What follows belongs to an exercise in optimizing a design on an open flow for small area, a short achievable clock period and few clock cycles per item; a production flow would make more cautious choices. At most, simulation tests tie the RTL to the original design; equivalence was not proved.

oak:
## lorenz_euler_stepper
module lorenz_euler_stepper (
    input  wire logic                   i_clk,
    input  wire logic                   i_rst_n,
    input  wire logic                   i_cfg_we,
    input  wire logic [les_pkg::INDEX_WIDTH-1:0] i_cfg_index,
    input  wire logic [les_pkg::CFG_WIDTH-1:0]   i_cfg_data,
    input  wire logic                   i_in_valid,
    output logic                        o_in_ready,
    input  wire logic                   i_restart,
    output logic                        o_out_valid,
    input  wire logic                   i_out_ready,
    output logic [31:0]                 o_x_pos,
    output logic [31:0]                 o_y_pos,
    output logic [31:0]                 o_z_pos,
    output logic [31:0]                 o_w_out,
    output logic [7:0]                  o_red,
    output logic [7:0]                  o_green,
    output logic [7:0]                  o_blue,
    output logic [19:0]                 o_step_index,
    output logic                        o_last_step
);
==> flow/config.mk <==
export PLATFORM = sky130hd
export DESIGN_NAME = lorenz_euler_stepper
export DESIGN_NICKNAME = lorenz_euler_stepper
export VERILOG_FILES = /design/flow/design.v
export SDC_FILE = /design/flow/constraint.sdc
export NUM_CORES = 4
export LEC_CHECK = 0
export ABC_AREA = 1
export CAP_MARGIN = 20
export CORE_MARGIN = 2
export CORE_UTILIZATION = 40
export SLEW_MARGIN = 20
==> flow/constraint.sdc <==
create_clock -name core_clock -period 6.5 [get_ports {i_clk}]
set_input_delay 1.3000 -clock core_clock [delete_from_list [all_inputs] [get_ports {i_clk}]]
set_output_delay 1.3000 -clock core_clock [all_outputs]
set_load 0.01 [all_outputs]
run.sh (not shown) runs the stock make flow with config.mk's settings and CLKGATE_MAP_FILE= SYNTH_SCRIPT=/design/flow/synth_recipe.tcl, a recipe that flattens the netlist after the stock synthesis.
### oak -> pine
--- a/flow/design.v
+++ b/flow/design.v
@@ -1799,45 +1799,51 @@
     output logic [31:0]                 o_y_pos,
     output logic [31:0]                 o_z_pos,
     output logic [31:0]                 o_w_out,
     output logic [7:0]                  o_red,
     output logic [7:0]                  o_green,
     output logic [7:0]                  o_blue,
     output logic [19:0]                 o_step_index,
     output logic                        o_last_step
 );
     logic [31:0] r_sigma, r_rho, r_beta, r_w;
     logic [23:0] r_dt;
     logic [19:0] r_limit;
-    logic [31:0] r_x, r_y, r_z, r_t1, r_opa, r_opb;
+    logic [31:0] r_x, r_y, r_z, r_t1, r_t2;
     logic [39:0] r_cs0, r_cs1;
     logic        r_csc;
     logic [6:0]  r_ph;       
     logic        r_run, r_tail, r_pend, r_pend_rst, r_out_valid;
     logic [19:0] r_count;
     logic [19:0] r_per;
     logic [2:0]  r_pcnt;
     logic [2:0]  r_prem;
     logic        r_per_busy, r_pos_busy;
     logic [19:0] r_pos;
     logic [2:0]  r_seg;
     logic [2:0]  r_cseg;
     logic [17:0] r_crem;
     logic [7:0]  r_clow;
     logic [23:0] r_held;
     logic [31:0] mul_a, mul_b, mul_p;
     logic [39:0] cs0, cs1;
     logic        csc;
-    assign mul_a = r_opa;
-    assign mul_b = r_opb;
+    assign mul_a = ({32{r_ph[0]}} & r_beta) |
+                   ({32{r_ph[1] | r_ph[4]}} & r_x) |
+                   ({32{r_ph[2]}} & r_sigma) |
+                   ({32{r_ph[3] | r_ph[5] | r_ph[6]}} & {8'd0, r_dt});
+    assign mul_b = ({32{r_ph[0]}} & r_z) |
+                   ({32{r_ph[1]}} & r_y) |
+                   ({32{r_ph[2] | r_ph[5]}} & r_t2) |
+                   ({32{r_ph[3] | r_ph[4] | r_ph[6]}} & r_t1);
     les_mul_cs u_mul_cs (
         .i_a  (mul_a),
         .i_b  (mul_b),
         .o_s0 (cs0),
         .o_s1 (cs1),
         .o_c  (csc)
     );
     les_mul_sum u_mul_sum (
         .i_s0 (r_cs0),
         .i_s1 (r_cs1),
         .i_c  (r_csc),
         .o_r  (mul_p)
@@ -1858,25 +1864,25 @@
         if (add_s[32] != add_s[31]) begin
             add_r = add_s[32] ? les_pkg::COORD_MIN : les_pkg::COORD_MAX;
         end else begin
             add_r = add_s[31:0];
         end
     end
     logic        stall, adv, last_ph, slot_free, cfg_ok, out_free, deq, give;
     logic [19:0] eff;
     logic [2:0]  cur_seg, nxt_seg;
     logic [19:0] cur_pos, nxt_pos;
     logic        per_zero;
     assign per_zero  = (r_per == 20'd0);
-    assign stall     = r_ph[4] && r_out_valid;
+    assign stall     = r_ph[4] && r_out_valid && !i_out_ready;
     assign adv       = r_run && !stall;
     assign last_ph   = r_ph[6];
     assign slot_free = !r_run || last_ph;
     assign cfg_ok    = !r_per_busy && !r_pos_busy;
     assign out_free  = !r_out_valid || i_out_ready;
     assign deq       = r_pend && cfg_ok &&
                        (r_pend_rst ? (!r_run && !r_tail && out_free) : slot_free);
     assign eff       = r_pend_rst ? 20'd0 : r_count;
     assign give      = eff < r_limit;
     always_comb begin
         cur_seg = r_pend_rst ? 3'd0 : r_seg;
         cur_pos = r_pend_rst ? 20'd0 : r_pos;
@@ -2011,36 +2017,28 @@
                 end
             end
             if (adv && r_ph[4]) r_z <= add_r;
             if (r_ph[6])         r_x <= add_r;
             if (r_tail)              r_y <= add_r;
         end
     end
     always_ff @(posedge i_clk) begin
         if (adv) begin
             r_cs0 <= cs0;
             r_cs1 <= cs1;
             r_csc <= csc;
-            if (r_ph[1] | r_ph[3]) r_t1 <= mul_p;
-        end
-        if (!stall) begin
-            if (r_ph[0] | r_ph[3])                r_opa <= r_x;
-            else if (r_ph[1])                     r_opa <= r_sigma;
-            else if (r_ph[2] | r_ph[4] | r_ph[5]) r_opa <= {8'd0, r_dt};
-            else                                  r_opa <= r_beta;
-            if (r_ph[0])                          r_opb <= r_tail ? add_r : r_y;
-            else if (r_ph[4])                     r_opb <= r_t1;
-            else if (|r_ph[3:1] | r_ph[5])        r_opb <= add_r;
-            else if (deq && r_pend_rst)           r_opb <= les_pkg::COORD_ONE;
-            else                                  r_opb <= r_z;
+            if (r_ph[1]) begin r_t1 <= mul_p; r_t2 <= add_r; end
+            if (r_ph[2]) r_t1 <= add_r;
+            if (r_ph[3]) begin r_t2 <= mul_p; r_t1 <= add_r; end
+            if (r_ph[5]) r_t1 <= add_r;
         end
         if (deq && give) begin
             r_cseg <= cur_seg;
             r_crem <= ramp_n[25:8];
             r_clow <= ramp_n[7:0];
         end else if (|r_ph[3:0]) begin
             r_crem <= div_rem;
             r_clow <= div_low;
         end
         if (last_ph) begin
             if (per_zero) begin
                 r_held <= 24'd0;
## What came out
Relative to oak, the number of enable-type register cells in the synthesized netlist of pine is lower by 32. [pine] relative area of clock buffers and inverters in the final design fell 0.18 points relative to oak. Cell count: pine higher than oak. Cmp oak and pine / flip-flop and latch count / lower: pine. oak → pine: total of fill cells in the finished design dropped 3.8%, number of antenna violations at the first check in global routing climbed 1, total length of routed wires saw a decrease. Diff oak and pine: area of the core higher in oak. Area: pine vs oak -> pine larger. The synthesized area reported for pine is smaller than that of oak by 1.5%. On via total after detailed routing: between oak and pine, it ends up higher for pine.
Testbench counts of pine, summed over its fixed seeds: cycles 13,512, items 1,920.
Function not checked in oak: the RTL went through the layout flow alone.

[port drivers added, routing unchanged]
How much do the figures lean on ideal ports? The routed layouts below were timed once more, with nothing changed but the port constraints. Step 1 sets driving cells, clkbuf_16 on the clock port and buf_2 on the other inputs (assumed; they add their load-dependent delay and slew). Step 2 also shifts input and output timing later by t, the mid clock arrival at the registers, as if the neighbouring blocks saw the same clock. Three values: ideal ports, drivers, drivers and shift; two values: the first two.
| run | t (ns) | slack for setup (ns) | clock arrival spread, ns | worst slew at a driven data input, ns |
|---|---|---|---|---|
| oak | 0.736 | 0.154 / 0.154 / 0.154 | 0.035 / 0.035 | 0.13 |
| pine | 0.770 | 0.137 / 0.137 / 0.137 | 0.056 / 0.055 | 0.09 |
After both steps every run listed still meets setup and hold.
